This is an optimization exercise on Yosys and OpenROAD, whose aim is small area, not a production implementation.
The RTL was checked by simulation tests, not by an equivalence proof against the original design.
The flow treats the clock pin as an ideal source, which a real chip does not have.
No activity file was given, so power comes from the tool's default toggle rates.

==> design/flow/design.v <==
package sram_pkg;
    localparam int WORD_W       = 64;
    localparam int PIX_PER_WORD = 8;
    localparam int LANE_W       = WORD_W / PIX_PER_WORD;
    typedef union packed {
        logic [WORD_W-1:0]                    raw;
        logic [PIX_PER_WORD-1:0][LANE_W-1:0]  lane;
    } sram_word_u;
    typedef struct packed {
        logic [1:0] slot;
        logic       pad;
        logic       last;
    } fetch_tag_t;
endpackage
package array_pkg;
    localparam int KERNEL   = 3;
    localparam int HEIGHT_W = 8;
    typedef logic signed [7:0] pixel_t;
    typedef struct packed {
        pixel_t left;
        pixel_t centre;
        pixel_t right;
    } kernel_row_t;
    typedef kernel_row_t [KERNEL-1:0] window_t;
    typedef struct packed {
        logic        valid;
        kernel_row_t data;
    } skew_lane_t;
    typedef skew_lane_t [KERNEL-1:0] skewed_out_t;
endpackage
module feeder_top #(
    parameter int ADDR_W    = 16,
    parameter int SKEW_STEP = 3
) (
    input  logic                            i_clk,
    input  logic                            i_rst,
    input  logic                            i_start,
    input  logic [7:0]                      i_channel,
    input  logic [array_pkg::HEIGHT_W-1:0]  i_img_height,
    output logic                            o_sram_rden,
    output logic [ADDR_W-1:0]               o_sram_addr,
    input  logic [sram_pkg::WORD_W-1:0]     i_sram_data,
    output logic [74:0]                     o_win,
    output logic                            o_busy,
    output logic                            o_done
);
    logic              run_q;      
    logic [2:0]        ph_q;
    logic [7:0]        row_q;      
    logic [ADDR_W-1:0] addr_q;     
    logic              v1_q, v2_q;          
    logic              done_q;
    logic [7:0]        pix_q [1:12];        
    logic       start_ok;
    logic       empty;             
    logic       mul;               
    logic       rden;
    logic       v0;                
    logic       rd_last;           
    logic       real0;             
    logic       fill;              
    logic [7:0] acc_in;
    logic [7:0] mcand;
    logic [1:0] mbits;
    logic       carry;
    logic [9:0] acc_sum;
    logic [7:0] col_byte;          
    logic [7:0] pix_in;            
    assign start_ok = i_start && !o_busy;
    assign empty    = (i_img_height == 8'd0);
    assign mul      = start_ok || (run_q && !v1_q && ph_q < 3'd3);
    assign rden     = run_q && !mul && !empty;
    assign real0    = (row_q[7:1] != 7'd0) || (row_q[0] && ph_q[2]);
    assign fill     = (ph_q == 3'd4) && !real0 && !empty;
    assign mcand   = start_ok ? i_channel : addr_q[7:0];
    assign acc_in  = start_ok ? 8'd0 : addr_q[15:8];
    assign mbits   = mul ? mcand[1:0] : 2'b00;
    assign carry   = !mul && (addr_q[7:0] == 8'hff);
    assign acc_sum = {2'b00, acc_in}
                   + (mbits[0] ? {2'b00, i_img_height} : 10'd0)
                   + (mbits[1] ? {1'b0, i_img_height, 1'b0} : 10'd0)
                   + {9'd0, carry};
    always_ff @(posedge i_clk) begin
        if (i_rst) begin
            run_q  <= 1'b0;
            v1_q   <= 1'b0;
            v2_q   <= 1'b0;
            done_q <= 1'b0;
        end else begin
            if (start_ok) begin
                run_q <= 1'b1;
            end else if (ph_q == 3'd7 && row_q + 8'd1 == i_img_height) begin
                run_q <= 1'b0;
            end
            if (ph_q == 3'd6) v1_q <= run_q;
            if (ph_q == 3'd1) v2_q <= v1_q;
            done_q <= (ph_q == 3'd1) && v2_q && !v1_q;
        end
    end
    always_ff @(posedge i_clk) begin
        if (start_ok) begin
            ph_q  <= '0;
            row_q <= '0;
        end else begin
            ph_q <= ph_q + 3'd1;
            if (ph_q == 3'd7) begin
                row_q <= row_q + 8'd1;
            end
        end
        if (mul) begin
            addr_q <= {acc_sum, mcand[7:2]};
        end else if (ph_q == 3'd7) begin
            addr_q <= {acc_sum[7:0], addr_q[7:0] + 8'd1};
        end
    end
    always_comb begin
        case (ph_q)
            3'd0:    col_byte = i_sram_data[63:56];
            3'd1:    col_byte = i_sram_data[7:0];
            3'd2:    col_byte = i_sram_data[15:8];
            3'd3:    col_byte = i_sram_data[23:16];
            3'd4:    col_byte = i_sram_data[31:24];
            3'd5:    col_byte = i_sram_data[39:32];
            3'd6:    col_byte = i_sram_data[47:40];
            default: col_byte = i_sram_data[55:48];
        endcase
    end
    assign rd_last = (ph_q == 3'd0 ? v1_q : run_q) && !empty;
    assign pix_in  = rd_last ? col_byte : 8'd0;
    always_ff @(posedge i_clk) begin
        pix_q[1] <= pix_in;
        if (fill) begin
            pix_q[2] <= ~i_sram_data[23:16];
            pix_q[3] <= ~i_sram_data[15:8];
            pix_q[4] <= ~i_sram_data[7:0];
        end else begin
            pix_q[2] <= ~pix_q[1];
            pix_q[3] <= pix_q[2];
            pix_q[4] <= pix_q[3];
        end
        for (int k = 5; k <= 12; k++) begin
            pix_q[k] <= pix_q[k-1];
        end
    end
    assign o_sram_rden = rden;
    assign o_sram_addr = addr_q;
    assign v0          = ph_q[2] ? run_q : v1_q;
    assign o_busy      = run_q || v1_q || v2_q;
    assign o_done      = done_q;
    assign o_win[0 +: 25]  = {v0,
                              (ph_q == 3'd4 || !real0) ? 8'd0 : ~pix_q[12],
                              !real0 ? 8'd0 : ~pix_q[11],
                              (ph_q == 3'd3 || !real0) ? 8'd0 : ~pix_q[10]};
    assign o_win[25 +: 25] = {v1_q,
                              (ph_q == 3'd7) ? 8'd0 : ~pix_q[7],
                              ~pix_q[6],
                              (ph_q == 3'd6) ? 8'd0 : ~pix_q[5]};
    assign o_win[50 +: 25] = {v2_q,
                              (ph_q == 3'd2) ? 8'd0 : ~pix_q[2],
                              pix_q[1],
                              (ph_q == 3'd1) ? 8'd0 : pix_in};
endmodule
==> design/flow/flow/run.sh <==
#!/bin/bash
# The standard layout with four changes:
#  - synthesis leaves adders to ABC (no full/half-adder cells) and ABC maps
#    for area (flow/abc_area.script) instead of for speed; the synthesis is
#    otherwise the standard one, so the registers are the same;
#  - the smallest buffer on each port;
#  - a clock tree without dummy loads, built from clkbuf_8;
#  - at the end of CTS, each leaf clock buffer shrunk as far as its
#    flip-flops' clock slew allows (flow/shrink_clk.tcl).
# Each step's output goes to a log of its own here.
set -euo pipefail
here=$(pwd)
rm -rf "$here/scripts_area"
cp -r "$FLOW_HOME/scripts" "$here/scripts_area"
cp "$here/flow/abc_area.script" "$here/scripts_area/abc_area.script"
bash standard.sh ABC_AREA=1 "SCRIPTS_DIR=$here/scripts_area" ADDER_MAP_FILE= synth > synth.log 2>&1
bash standard.sh "BUFFER_PORTS_ARGS=-buffer_cell sky130_fd_sc_hd__buf_1" \
  "CTS_ARGS=-sink_clustering_enable -repair_clock_nets -dont_use_dummy_load -buf_list sky130_fd_sc_hd__clkbuf_8" \
  "POST_CTS_TCL=$here/flow/shrink_clk.tcl" finish > finish.log 2>&1
==> design/flow/flow/abc_area.script <==
strash
dc2
dch -f
amap
strash
dc2
dch -f
amap
topo
==> design/flow/flow/shrink_clk.tcl <==
# Run by ORFS at the end of CTS (POST_CTS_TCL). Shrink each leaf clock buffer (one that drives flip-flop clock pins) to the
# smallest clkbuf whose flip-flop clock pins keep an estimated slew under
# 0.10 ns. The root buffer is left as CTS made it.
set target 0.10
set sizes {sky130_fd_sc_hd__clkbuf_2 sky130_fd_sc_hd__clkbuf_4 sky130_fd_sc_hd__clkbuf_8}

proc sink_slew {inst} {
  set worst 0
  set out [get_pins -of_objects $inst -filter "direction==output"]
  foreach pin [get_pins -of_objects [get_nets -of_objects $out]] {
    if {[get_property $pin direction] != "input"} { continue }
    set s [get_property $pin slew_max]
    if {$s > $worst} { set worst $s }
  }
  return $worst
}

proc drives_flops {inst} {
  set out [get_pins -of_objects $inst -filter "direction==output"]
  foreach pin [get_pins -of_objects [get_nets -of_objects $out]] {
    if {[get_property $pin direction] != "input"} { continue }
    if {[string match "*/CLK" [get_full_name $pin]]} { return 1 }
  }
  return 0
}

estimate_parasitics -placement
foreach inst [get_cells *] {
  set orig [get_property $inst ref_name]
  if {![string match "sky130_fd_sc_hd__clkbuf_*" $orig]} { continue }
  if {![drives_flops $inst]} { continue }
  set best $orig
  foreach c $sizes {
    if {$c == $orig} { break }
    replace_cell $inst $c
    estimate_parasitics -placement
    if {[sink_slew $inst] <= $target} {
      set best $c
      break
    }
  }
  replace_cell $inst $best
  estimate_parasitics -placement
  puts "[get_property $inst name]: $orig -> $best, sink slew [sink_slew $inst]"
}
detailed_placement
check_placement -verbose
==> design/flow/standard.sh <==
#!/bin/bash
# synth_recipe.tcl (not shown) runs the flow's synth.tcl, then flattens the netlist and writes it again
# the make line also repeats each setting of config.mk as NAME=value (left out here)
make -C /OpenROAD-flow-scripts/flow DESIGN_CONFIG=/design/flow/config.mk WORK_HOME=/design/flow/orfs CLKGATE_MAP_FILE= SYNTH_SCRIPT=/design/flow/synth_recipe.tcl "${@:-finish}"
==> design/flow/config.mk <==
export PLATFORM = sky130hd
export DESIGN_NAME = feeder_top
export DESIGN_NICKNAME = feeder_top
export VERILOG_FILES = /design/flow/design.v
export SDC_FILE = /design/flow/constraint.sdc
export NUM_CORES = 4
export LEC_CHECK = 0
export CAP_MARGIN = 0
export CORE_MARGIN = 2
export CORE_UTILIZATION = 65
export GPL_TIMING_DRIVEN = 0
export SLEW_MARGIN = 0
==> design/flow/constraint.sdc <==
create_clock -name core_clock -period 6.0 [get_ports {i_clk}]
set_input_delay 1.2000 -clock core_clock [delete_from_list [all_inputs] [get_ports {i_clk}]]
set_output_delay 1.2000 -clock core_clock [all_outputs]
set_load 0.01 [all_outputs]
==> results of run 1 <==
==> stage by stage <==
stage	instance area [um^2]	TNS (ns)	instances
after floorplan	4730	0	539
after global placement	5510	-1.72	814
after detailed placement	5560	-2.22	817
after global routing	5760	0	835
final	5760	0	835
==> layout by cell type (no fill, tap or decap), types with 3 or more instances in the layout <==
cell type / Yosys / routed
a211oi_1: 6 / 6
a21oi_1: 21 / 21
a221oi_1: 12 / 12
a222oi_1: 8 / 8
a22oi_1: 10 / 9
a31oi_1: 6 / 6
buf_1: 0 / 176
buf_4: 3 / 4
clkbuf_4: 0 / 11
clkbuf_8: 0 / 5
clkinv_1: 49 / 48
dfxtp_1: 111 / 111
edfxtp_1: 16 / 16
nand2_1: 62 / 62
nor2_1: 107 / 104
nor2b_1: 3 / 3
nor3_1: 9 / 8
o21a_1: 5 / 5
o21ai_0: 70 / 69
o22ai_1: 15 / 15
==> state kept, by name (all words and copies together), names as in the netlist <==
signal	count
pix_q	96
addr_q	16
row_q	8
ph_q	3
done_q	1
run_q	1
v1_q	1
v2_q	1
==> power breakdown <==
part / leakage, nW / switching, mW / internal [mW]
Sequential: 1.08 / 0.162 / 1.23
Combinational: 0.982 / 0.938 / 0.472
Clock: 0.0907 / 0.253 / 0.164
==> synthesized netlist by cell type, drive strengths merged <==
cell type | instances | area (um^2)
a211oi | 6 | 45.0
a21o | 1 | 7.51
a21oi | 21 | 105
a221o | 1 | 10.0
a221oi | 12 | 105
a222oi | 8 | 80.1
a22oi | 10 | 75.1
a311oi | 1 | 8.76
a31oi | 6 | 37.5
a32oi | 1 | 8.76
a41oi | 1 | 8.76
and2 | 1 | 6.26
and3 | 2 | 12.5
buf | 3 | 22.5
clkinv | 49 | 184
dfxtp | 111 | 2220
edfxtp | 16 | 480
nand2 | 62 | 233
nand2b | 1 | 6.26
nand3 | 1 | 5.00
nand3b | 1 | 7.51
nand4 | 2 | 12.5
nor2 | 107 | 402
nor2b | 3 | 18.8
nor3 | 9 | 45.0
nor4 | 4 | 25.0
o2111ai | 1 | 8.76
o21a | 5 | 37.5
o21ai | 70 | 350
o21bai | 1 | 7.51
o221ai | 2 | 17.5
o22a | 1 | 8.76
o22ai | 15 | 93.8
o32ai | 2 | 17.5
or2 | 2 | 12.5
==> how the worst max path moves through the flow <==
| stage | start | end | slack [ns] |
|---|---|---|---|
| finish | i_start | addr_q[15] | 0.48 |
| global route | i_start | addr_q[15] | 0.09 |
| detailed placement | i_start | addr_q[15] | -0.62 |
| global placement | i_start | addr_q[15] | -0.52 |
| floorplan | i_start | addr_q[15] | 0.90 |
==> worst max-delay path: stages <==
cell and delay, ns:
buf_1 0.08, nand4_1 0.58, clkinvlp_4 0.57, nor2_4 0.50
clkinv_1 0.48, nor3_1 0.37, nand2b_1 0.16, nand2_1 0.09
o21ai_0 0.22, nand2_1 0.09, and2_0 0.19, o21a_1 0.21
o21a_1 0.20, o21ai_0 0.20, nand2_1 0.11, a21oi_1 0.22
clkinv_1 0.09, a32oi_1 0.18
==> cell type report <==
class	instances	area, um^2
buffer	3	22.5
clock buffer	17	156
fill	495	1380
inverter	49	188
multi-input combinational	360	1850
sequential	127	2700
tap	99	124
timing repair buffer	180	709
==> per-layer routing <==
layer / up-vias / wire [um] / global-route usage [%]
met5: - / 0 / 0
met4: 0 / 372 / 13.7
met3: 40 / 1400 / 8.96
met2: 315 / 6360 / 55.9
met1: 2114 / 4720 / 38.6
li1: 2300 / - / -
==> cell families (layout without fill, tap and decap cells) <==
family	Yosys count	after routing
simple gates	195	195
compound gates	165	165
flops	127	127
buf+inv	52	249
==> out/metrics.yaml, run 1 <==
floorplan:
  initial_core_util_pct: 66.3
  core_um2: 7140
  core.rowCount: 31
  die_x_um: 89.3
  io_pins: 177
  dieArea_um2: 7970
  die_y_um: 89.3
power:
  finalPower_mw: 3.22
  p_leak_nw: 2.15
  power_density_nw_per_um2: 560
  vdd_ir_drop_max_mv: 0.317
setup_path:
  cp_max_fo: 19
  timing.rr.start: "v1_q"
  r2r_slack_ns: 0.70
  worstPathArrival_ns: 5.74
  cp-end-kind: "flip-flop"
  crit_type: "in2reg"
  r2r-end: "addr_q[15]"
  crit_required_ns: 6.22
  worstSetupStartpointType: "input pin"
  ff2ff_path_depth: 18
grt:
  grt_pass1_wl_um: 19500
  grt-ovfl-total: 0
  groute.usage.overall_pct: 32.6
  antenna_found_initial: 0
  grt_pass1_vias: 4330
  grt_start_max_net_pins: 42
synthesis:
  ys_types: 35
  synth_adder_area_share_pct: 0
  synth-xor-area-share_pct: 0
  seq_area_frac_synth_pct: 57.2
  synth_area_per_cell_um2: 8.77
  synthSimpleGateAreaFrac_pct: 16.6
  synth-compound-area-share_pct: 21.9
  ys_ff_latch: 127
  syn_area_um2: 4730
  synth_top_family_by_area: "compound AO/OA/AOI/OAI gates"
  synth.net_count: 622
  synth.area.mux_share_pct: 0
  syn_inst: 539
  yosysWarningCount: 2
routing:
  postRouteWirelength_um: 12900
  viasPerCell: 5.71
  first_pass_iters: 8
  vias: 4769
  drcViolationCount: 0
  antenna_left: 0
  wl_per_cell_um: 15.4
  drt_iter0_markers: 346
cts:
  tritoncts: "yes"
  cts.sinks: 127
  clock_latency_ns: 0.39
  clk_pin_slew_worst_paths_ns: 0.09
placement:
  post-place-ws_ns: -0.623
  io_buffers: 176
  dpl.hpwl_um: 9190
  place_congestion: 0.922
timing:
  rsz0062_at_grt: "false"
  timing.fmax_ghz: 0.181
  worst_pin_slew_ns: 1.22
  slew_headroom_pct: 17.7
  worst_slack_ns: 0.483
  slew_viol_final: 0
  period_minus_slack_ns: 5.52
  whs_ns: 0.310
  setup_viol: 0
  skew_ns: 0.0213
  fin_crit_sh_pct: 92.0
  hold_viol: 0
worst_hold_path:
  hold_depth: 0
  holdPathEnd: "pix_q[5][4]"
  hold_path_class: "reg2reg"
  hp-start: "pix_q[4][4]"
layout:
  area_growth_pct: 21.8
  final_nets: 821
  insertedDiodeCount: 0
  final_util_pct: 80.7
  drive_gt1_share_pct: 4.35
outcome:
  status: "finished clean"
run:
  maxCapViolCount: 0
==> run 2, diff against run 1 <==
--- a/design/flow/config.mk
+++ b/design/flow/config.mk
@@ -8,5 +8,4 @@
 export CAP_MARGIN = 0
 export CORE_MARGIN = 2
-export CORE_UTILIZATION = 65
-export GPL_TIMING_DRIVEN = 0
+export CORE_UTILIZATION = 75
 export SLEW_MARGIN = 0
==> out/metrics.yaml, run 2 <==
synthesis:
  syn_area_um2: 4730
  async_flop_share_pct: 0
  ys_ff_latch: 127
  synth_area_per_cell_um2: 8.77
  synth.net_count: 622
  yosysWarningCount: 2
  syn_inst: 539
  seq_area_frac_synth_pct: 57.2
  ys_types: 35
  synth-edff-count: 16
  synth_top_area_share_pct: 47.0
  synth_commonest_cells: "dfxtp_1 (111), nor2_1 (107), o21ai_0 (70)"
  synth.area.top_cells: "dfxtp_1 (47%), edfxtp_1 (10%), nor2_1 (8.5%)"
  synth_area_leader_cell: "dfxtp_1"
  synth_flop_cell: "dfxtp_1"
  synth.most_common_cell: "dfxtp_1"
placement:
  post-place-ws_ns: 0.456
  io_buffers: 176
  dpl.hpwl_um: 10900
  place_congestion: 0.895
floorplan:
  initial_core_util_pct: 78.9
  die_y_um: 83.4
  die_x_um: 83.4
  io_pins: 177
  core.rowCount: 28
outcome:
  status: "stopped before the end"
  stop_stage: "5_1_grt"
  tool.error: "[ERROR GRT-0232] Routing congestion too high. Check the congestion heatmap in the GUI."
timing:
  worstEndpointGrtRepair: "addr_q[15]$_DFFE_PP_/D"
  worst_path_end_type: "sequential cell input"
cts:
  cts.sinks: 127
grt:
  grt-ovfl-total: 1
  grt_start_max_net_pins: 42
  groute.usage.overall_pct: 69.6
run 2: cell counts after synthesis:
Identical to the previous run, type by type.
run 2: worst max-delay path by stage:
| stage | startpoint | to | slack [ns] | cells after the start |
|---|---|---|---|---|
| 3_5_place_dp | i_start | addr_q[15] | 0.46 | 21 |
| 3_3_place_gp | i_start | addr_q[15] | 1.05 | 21 |
| 2_1_floorplan | i_start | addr_q[15] | 0.90 | 17 |
run 2: kinds of logic after synthesis:
| logic type | Yosys count | share of synthesized area [%] |
|---|---|---|
| buffers and inverters | 52 | 4.37 |
| DFF | 127 | 57.2 |
| AOI/OAI and AO/OA | 165 | 21.9 |
| and+or+nand+nor | 195 | 16.6 |
run 2: power by group through the flow:
stage	Combinational [mW]	Sequential (mW)	Clock, mW
2_1_floorplan	0.871	1.41	0
3_5_place_dp	1.39	1.42	0
3_3_place_gp	1.30	1.39	0
run 2: metrics by stage:
stage | instance area (um^2) | total power, mW | utilization, % | std cells
floorplan | 4730 | 2.28 | - | 539
global placement | 5530 | 2.69 | 92.3 | 794
detailed placement | 5530 | 2.82 | 92.3 | 794
run 2: per-layer routing:
metal | track usage, % | GRT overflow
met5 | 9.85 | 0
met1 | 68.2 | 0
met4 | 70.5 | 0
met3 | 49.0 | 0
met2 | 91.7 | 1
==> run 3, diff against run 2 <==
--- a/design/flow/config.mk
+++ b/design/flow/config.mk
@@ -8,4 +8,4 @@
 export CAP_MARGIN = 0
 export CORE_MARGIN = 2
-export CORE_UTILIZATION = 75
+export CORE_UTILIZATION = 85
 export SLEW_MARGIN = 0
==> out/metrics.yaml, run 3 <==
synthesis:
  synth_top_family_by_area: "compound AO/OA/AOI/OAI gates"
  yosysWarningCount: 2
  synth-edff-count: 16
  synth-xor-area-share_pct: 0
  synth.net_count: 622
  synth_top_area_share_pct: 47.0
  syn_inst: 539
  syn_area_um2: 4730
  synth-compound-area-share_pct: 21.9
  synth.most_common_cell: "dfxtp_1"
  ys_types: 35
  synth_commonest_cells: "dfxtp_1 (111), nor2_1 (107), o21ai_0 (70)"
  synth_area_per_cell_um2: 8.77
  synthSimpleGateAreaFrac_pct: 16.6
  synth.area.mux_share_pct: 0
  synth.area.top_cells: "dfxtp_1 (47%), edfxtp_1 (10%), nor2_1 (8.5%)"
  synth_area_leader_cell: "dfxtp_1"
  seq_area_frac_synth_pct: 57.2
  synth_flop_cell: "dfxtp_1"
  async_flop_share_pct: 0
  ys_ff_latch: 127
  synth_adder_area_share_pct: 0
outcome:
  stop_stage: "3_3_place_gp"
  tool.error: "[ERROR GPL-0301] Utilization 109.952 % exceeds 100%."
  status: "stopped before the end"
floorplan:
  core.rowCount: 27
  die_x_um: 78.6
  die_y_um: 78.6
  initial_core_util_pct: 86.9
  io_pins: 177
placement:
  io_buffers: 176
==> run 3: cell counts after synthesis <==
No cell type changed its count.
==> run 3: kinds of logic after synthesis <==
group	after synthesis
compound gates	165
buf+inv	52
flops	127
simple gates	195
==> run 4, diff against run 3 <==
--- a/design/flow/config.mk
+++ b/design/flow/config.mk
@@ -8,4 +8,4 @@
 export CAP_MARGIN = 0
 export CORE_MARGIN = 2
-export CORE_UTILIZATION = 85
+export CORE_UTILIZATION = 65
 export SLEW_MARGIN = 0
==> out/metrics.yaml, run 4 <==
synthesis:
  synth-compound-area-share_pct: 21.9
  syn_inst: 539
  syn_area_um2: 4730
  synth.area.mux_share_pct: 0
  synth.net_count: 622
  synth.area.top_cells: "dfxtp_1 (47%), edfxtp_1 (10%), nor2_1 (8.5%)"
  synth_area_leader_cell: "dfxtp_1"
  yosysWarningCount: 2
  synth_area_per_cell_um2: 8.77
  seq_area_frac_synth_pct: 57.2
  synth_top_family_by_area: "compound AO/OA/AOI/OAI gates"
  async_flop_share_pct: 0
  ys_ff_latch: 127
  synth_commonest_cells: "dfxtp_1 (111), nor2_1 (107), o21ai_0 (70)"
  synth_flop_cell: "dfxtp_1"
  synth-edff-count: 16
  synth_adder_area_share_pct: 0
  ys_types: 35
  synthSimpleGateAreaFrac_pct: 16.6
  synth-xor-area-share_pct: 0
  synth.most_common_cell: "dfxtp_1"
  synth_top_area_share_pct: 47.0
placement:
  place_congestion: 0.882
  post-place-ws_ns: 1.07
  dpl.hpwl_um: 9400
  io_buffers: 176
  post-place-cells: 819
layout:
  largest_reg_flops: 96
  final_cell_mix: "buf_1 (176), dfxtp_1 (111), nor2_1 (106)"
  area_growth_pct: 20.7
  largest-register: "pix_q"
  fin_cells: 836
  insertedDiodeCount: 0
  largestRegisters: "pix_q x96, addr_q x16, row_q x8"
  drive_gt1_share_pct: 3.80
  layout_commonest_cell: "buf_1"
  final_nets: 822
timing:
  setup_viol: 0
  fin_crit_sh_pct: 84.4
  hold_viol: 0
  timing.fmax_ghz: 0.198
  worst_pin_slew_ns: 1.20
  slew_viol_final: 0
  skew_ns: 0.0346
  worst_slack_ns: 0.939
  slew_headroom_pct: 19.1
  finalSetupTns_ns: 0
  rsz0062_at_grt: "false"
  period_minus_slack_ns: 5.06
setup_path:
  cp_slowest_stage_delay_ns: 0.59
  cp-end-kind: "flip-flop"
  cpMostUsedCell: "o21ai_0"
  cp_slowest_cell: "nor4_1"
  cp_cell_sequence: "nand2_1 -> clkinv_1 -> nor4_1 -> clkinv_1 -> o21ai_0 -> o21ai_0 -> buf_4 -> nor2_1 -> nand2_1 -> o21ai_0 -> o21ai_0 -> nand2_1 -> o21ai_0 -> o21ai_0 -> nand2_1 -> and2_0 -> o21a_1 -> o21a_1 -> o21ai_0 -> nand2_1 -> and3_1 -> o32ai_1"
  crit_required_ns: 6.18
  crit_type: "reg2reg"
  cp_max_fo: 10
  r2r_slack_ns: 0.94
  worstSetupStartpointType: "flip-flop"
  worstPathArrival_ns: 5.24
routing:
  wl_per_cell_um: 15.3
  viasPerCell: 5.72
  postRouteWirelength_um: 12800
  vias: 4778
  drt_iter0_markers: 341
  drcViolationCount: 0
  antenna_left: 0
  first_pass_iters: 7
cts:
  clk_pin_slew_worst_paths_ns: 0.09
  cts.sinks: 127
  tritoncts: "yes"
  clock_latency_ns: 0.41
grt:
  groute.usage.overall_pct: 32.5
  grt_start_max_net_pins: 42
  grt-ovfl-total: 0
  grt_pass1_wl_um: 19300
  grt_pass1_vias: 4178
  antenna_found_initial: 0
power:
  combinationalPowerShare_pct: 43.5
  p_leak_nw: 2.14
  vdd_ir_drop_max_mv: 0.317
  p_int_mw: 1.84
  power_switching_mw: 1.35
  switching_share_pct: 42.3
  seq_power_share_pct: 44.0
  power_density_nw_per_um2: 558
  pwr-share-clk_pct: 12.6
floorplan:
  io_pins: 177
  die_x_um: 89.3
  core_um2: 7140
  die_y_um: 89.3
  dieArea_um2: 7970
  initial_core_util_pct: 66.3
  core.rowCount: 31
worst_hold_path:
  hold_path_class: "reg2reg"
run:
  maxCapViolCount: 0
outcome:
  status: "finished clean"
[run 4: cell counts after synthesis]
Identical to the previous run, type by type.
[run 4: layout make-up]
cell class | instances | area (um^2)
clock buffer | 17 | 141
inverter | 49 | 184
fill | 531 | 1430
tap | 99 | 124
timing repair buffer | 184 | 721
multi-input combinational | 360 | 1830
sequential | 127 | 2700
[run 4: kinds of logic (layout without fill, tap and decap cells)]
| family | Yosys count | in the layout |
|---|---|---|
| simple gates | 195 | 195 |
| compound gates | 165 | 165 |
| flops | 127 | 127 |
| buf+inv | 52 | 250 |
[run 4: worst paths after layout]
path	startpoint	to	cells past startpoint
max	ph_q[1]	addr_q[14]	22
min	pix_q[8][2]	pix_q[9][2]	0
min reg2reg	pix_q[8][2]	pix_q[9][2]	0
max reg2reg	ph_q[1]	addr_q[14]	22
[run 4: through the flow]
step	cell area (um^2)	hold WS [ns]	total power, mW	util (%)
after floorplan	4730	0.310	2.28	-
after global placement	5560	0.310	2.72	78.0
after detailed placement	5560	0.313	2.78	78.0
after global routing	5710	0.297	3.41	79.9
final	5710	0.302	3.18	79.9
[run 4: power groups by stage]
| stage | Clock (mW) | Combinational (mW) | Sequential (mW) |
|---|---|---|---|
| 2_1_floorplan | 0 | 0.871 | 1.41 |
| 3_3_place_gp | 0 | 1.32 | 1.40 |
| 3_5_place_dp | 0 | 1.36 | 1.42 |
| 5_1_grt | 0.434 | 1.54 | 1.43 |
| 6_report | 0.400 | 1.38 | 1.40 |
[run 4: metal layers]
layer  track usage, %  share of wire [%]  routed length, um  vias up
li1                 -                  -                  -     2312
met1             38.0                 39               5020     2128
met2             55.4                 49               6210      303
met3             9.42                9.6               1230       35
met4             14.4                2.6                336        0
met5                0                  0                  0        -
[run 4: worst max-delay path, delay by kind of cell (launching register included)]
family | cells | cell delay, ns
compound gates | 10 | 1.95
buf+inv | 3 | 0.87
flops | 1 | 0.35
simple gates | 9 | 1.68
==> run 5, diff against run 4 <==
==> design/flow/run.sh (new file) <==
#!/bin/bash
# synth_recipe.tcl (not shown) runs the flow's synth.tcl, then flattens the netlist and writes it again
# the make line also repeats each setting of config.mk as NAME=value (left out here)
make -C /OpenROAD-flow-scripts/flow DESIGN_CONFIG=/design/flow/config.mk WORK_HOME=/design/flow/orfs CLKGATE_MAP_FILE= SYNTH_SCRIPT=/design/flow/synth_recipe.tcl finish
--- a/design/flow/config.mk
+++ b/design/flow/config.mk
@@ -9,3 +9,4 @@
 export CORE_MARGIN = 2
 export CORE_UTILIZATION = 65
+export CTS_BUF_LIST = sky130_fd_sc_hd__clkbuf_8
 export SLEW_MARGIN = 0
removed: design/flow/flow/run.sh
removed: design/flow/flow/abc_area.script
removed: design/flow/flow/shrink_clk.tcl
removed: design/flow/standard.sh
==> out/metrics.yaml, run 5 <==
setup_path:
  crit_type: "reg2out"
  cp_slowest_stage_delay_ns: 0.86
  worstPathArrival_ns: 3.83
  r2r_slack_ns: 1.58
  worstSetupStartpointType: "flip-flop"
  crit_required_ns: 4.80
  cp-end-kind: "primary output"
  cp_max_fo: 19
  cp_cell_sequence: "inv_2 -> ha_1 -> or4_1 -> a21oi_1 -> and2_1 -> clkdlybuf4s50_1"
  cp_slowest_cell: "dfxtp_1"
timing:
  slew_viol_final: 0
  hold_viol: 0
  timing.fmax_ghz: 0.199
  setup_viol: 0
  rsz0062_at_grt: "false"
  fin_crit_sh_pct: 83.8
  worst_pin_slew_ns: 0.963
  period_minus_slack_ns: 5.03
  skew_ns: 0.0135
  finalSetupTns_ns: 0
  slew_headroom_pct: 35.5
synthesis:
  syn_area_um2: 5450
  synth_top_area_share_pct: 40.8
  synth-edff-count: 16
  synth_area_per_cell_um2: 9.66
  ys_types: 55
  synth_flop_cell: "dfxtp_1"
  ys_ff_latch: 127
  synth.most_common_cell: "dfxtp_1"
  syn_inst: 564
  synth.area.top_cells: "dfxtp_1 (41%), edfxtp_1 (8.8%), nor2_1 (5.3%)"
  yosysWarningCount: 2
  synth_area_leader_cell: "dfxtp_1"
  synth_commonest_cells: "dfxtp_1 (111), nor2_1 (77), nand2_1 (58)"
  seq_area_frac_synth_pct: 49.6
  synth.net_count: 672
  async_flop_share_pct: 0
layout:
  area_growth_pct: 39.1
  insertedDiodeCount: 0
  layout_commonest_cell: "clkdlybuf4s50_1"
  largest-register: "pix_q"
  final_cell_mix: "clkdlybuf4s50_1 (176), dfxtp_1 (111), nor2_1 (77)"
  drive_gt1_share_pct: 6.22
  final_nets: 835
  largest_reg_flops: 96
  largestRegisters: "pix_q x96, addr_q x16, row_q x8"
  final_util_pct: 92.7
routing:
  vias: 5413
  drt_iter0_markers: 463
  postRouteWirelength_um: 19400
  first_pass_iters: 9
  viasPerCell: 6.41
  drcViolationCount: 0
  wl_per_cell_um: 22.9
  antenna_left: 0
power:
  p_leak_nw: 3.22
  vdd_ir_drop_max_mv: 0.258
  pwr-share-clk_pct: 20.8
  power_switching_mw: 1.40
  power_density_nw_per_um2: 472
  p_int_mw: 2.17
  switching_share_pct: 39.3
  combinationalPowerShare_pct: 38.5
  finalPower_mw: 3.58
  seq_power_share_pct: 40.7
outcome:
  status: "finished clean"
run:
  maxCapViolCount: 0
cts:
  hold_buffers: 0
  clk_pin_slew_worst_paths_ns: 0.10
  clock_latency_ns: 0.44
  cts.path.max_buffers: 2
  numCtsBuffers: 17
  cts_resized: 0
  tritoncts: "yes"
  cts.sinks: 127
  postCtsSetupRepairBufs: 0
  cts_root_buf: "clkbuf_8"
  h-tree-depth: 4
placement:
  io_buffers: 176
  place_congestion: 0.881
  dpl.hpwl_um: 12200
floorplan:
  core_um2: 8180
  io_pins: 177
  initial_core_util_pct: 66.7
  dieArea_um2: 9130
  core.rowCount: 33
  die_x_um: 95.6
  die_y_um: 95.6
grt:
  groute.usage.overall_pct: 43.1
  grt_pass1_vias: 5493
  antenna_found_initial: 0
  grt_pass1_wl_um: 28900
  grt-ovfl-total: 0
  grt_start_max_net_pins: 41
worst_hold_path:
  hold_path_class: "reg2reg"
[run 5: final cells by class]
cell class              instances  area [um^2]
multi-input cells             376         2470
well taps                     105          131
fillers                       282          594
flip-flops and latches        127         2700
clock inverters                15          165
clock buffers                  17          234
inverters                      27          101
repair buffers                178         1780
[run 5: stage by stage]
step / area [um^2] / worst slack (ns) / std cells / hold WS (ns)
4_1_cts: 7580 / 1.06 / 845 / 0.327
5_1_grt: 7580 / 0.872 / 845 / 0.334
6_report: 7580 / 0.970 / 845 / 0.329
3_5_place_dp: 7180 / 1.03 / 813 / 0.312
3_3_place_gp: 7180 / 1.17 / 813 / 0.310
2_1_floorplan: 5450 / 2.02 / 564 / 0.310
[run 5: critical path, delay by kind of cell (launching register included)]
family / cells / cell delay (ns)
fa+ha+maj: 1 / 0.46
simple gates: 2 / 0.93
compound gates: 1 / 0.33
buf+inv: 2 / 0.80
flops: 1 / 0.86
[run 5: metal layers]
layer | GRT usage [%] | share of wire [%] | vias up
li1 | - | - | 2262
met1 | 44.5 | 32 | 2488
met2 | 74.4 | 50 | 523
met3 | 13.1 | 12 | 140
met4 | 29.5 | 6.9 | 0
met5 | 0 | 0 | -
[run 5: path summary, 6_finish.rpt]
check	startpoint	to	cells past startpoint
setup / recovery	ph_q[2]	o_win[53]	6
hold / removal	pix_q[8][6]	pix_q[9][6]	0
setup reg to reg	ph_q[2]	addr_q[14]	12
hold reg to reg	pix_q[8][6]	pix_q[9][6]	0
[run 5: kinds of logic (layout without fill, tap and decap cells)]
kind of cell	after synthesis	after routing	share of synthesized area (%)
buf+inv	61	237	5.07
simple gates	201	201	17.3
compound gates	100	100	12.3
flops	127	127	49.6
mux	24	24	4.57
xor+xnor	26	26	4.18
fa+ha+maj	25	25	6.98
[run 5: power groups by stage]
stage          Combinational (mW)  Clock (mW)  Sequential, mW
2_1_floorplan               0.709           0            1.37
3_3_place_gp                 1.21           0            1.39
3_5_place_dp                 1.28           0            1.42
4_1_cts                      1.34       0.738            1.44
5_1_grt                      1.45       0.773            1.47
6_report                     1.38       0.744            1.46

[afterwards: timing with drivers on the ports]
The flow's constraints put no driver on any port. The routed layouts listed below were extracted and timed again, unchanged, in two steps.
Step 1 (the two cells are an assumption about what drives the block):
set clk [get_ports {i_clk}]
set_driving_cell -lib_cell sky130_fd_sc_hd__clkbuf_16 $clk
set_driving_cell -lib_cell sky130_fd_sc_hd__buf_2 [delete_from_list [all_inputs] $clk]
Step 2 also shifts input and output timing later by t, the mid clock arrival at the registers, as if the neighbouring blocks saw the same clock.
Three values: ideal ports, drivers, drivers and shift; two values: the first two.
| run | t, ns | setup WS [ns] | hold WS [ns] | latest minus earliest clock arrival (ns) | worst slew at a driven data input, ns |
|---|---|---|---|---|---|
| run 1 | 0.421 | 0.483 / 0.494 / 0.073 | 0.310 / 0.310 / 0.310 | 0.036 / 0.036 | 0.06 |
| run 4 | 0.425 | 0.939 / 0.939 / 0.872 | 0.302 / 0.302 / 0.302 | 0.036 / 0.036 | 0.04 |
| run 5 | 0.471 | 0.970 / 0.935 / 0.621 | 0.329 / 0.329 / 0.329 | 0.016 / 0.016 | 0.07 |
After both steps setup and hold are still met in every run listed. The setup slack of run 1, which loses most, moves by +0.011 ns with the drivers and by -0.410 ns with both steps.
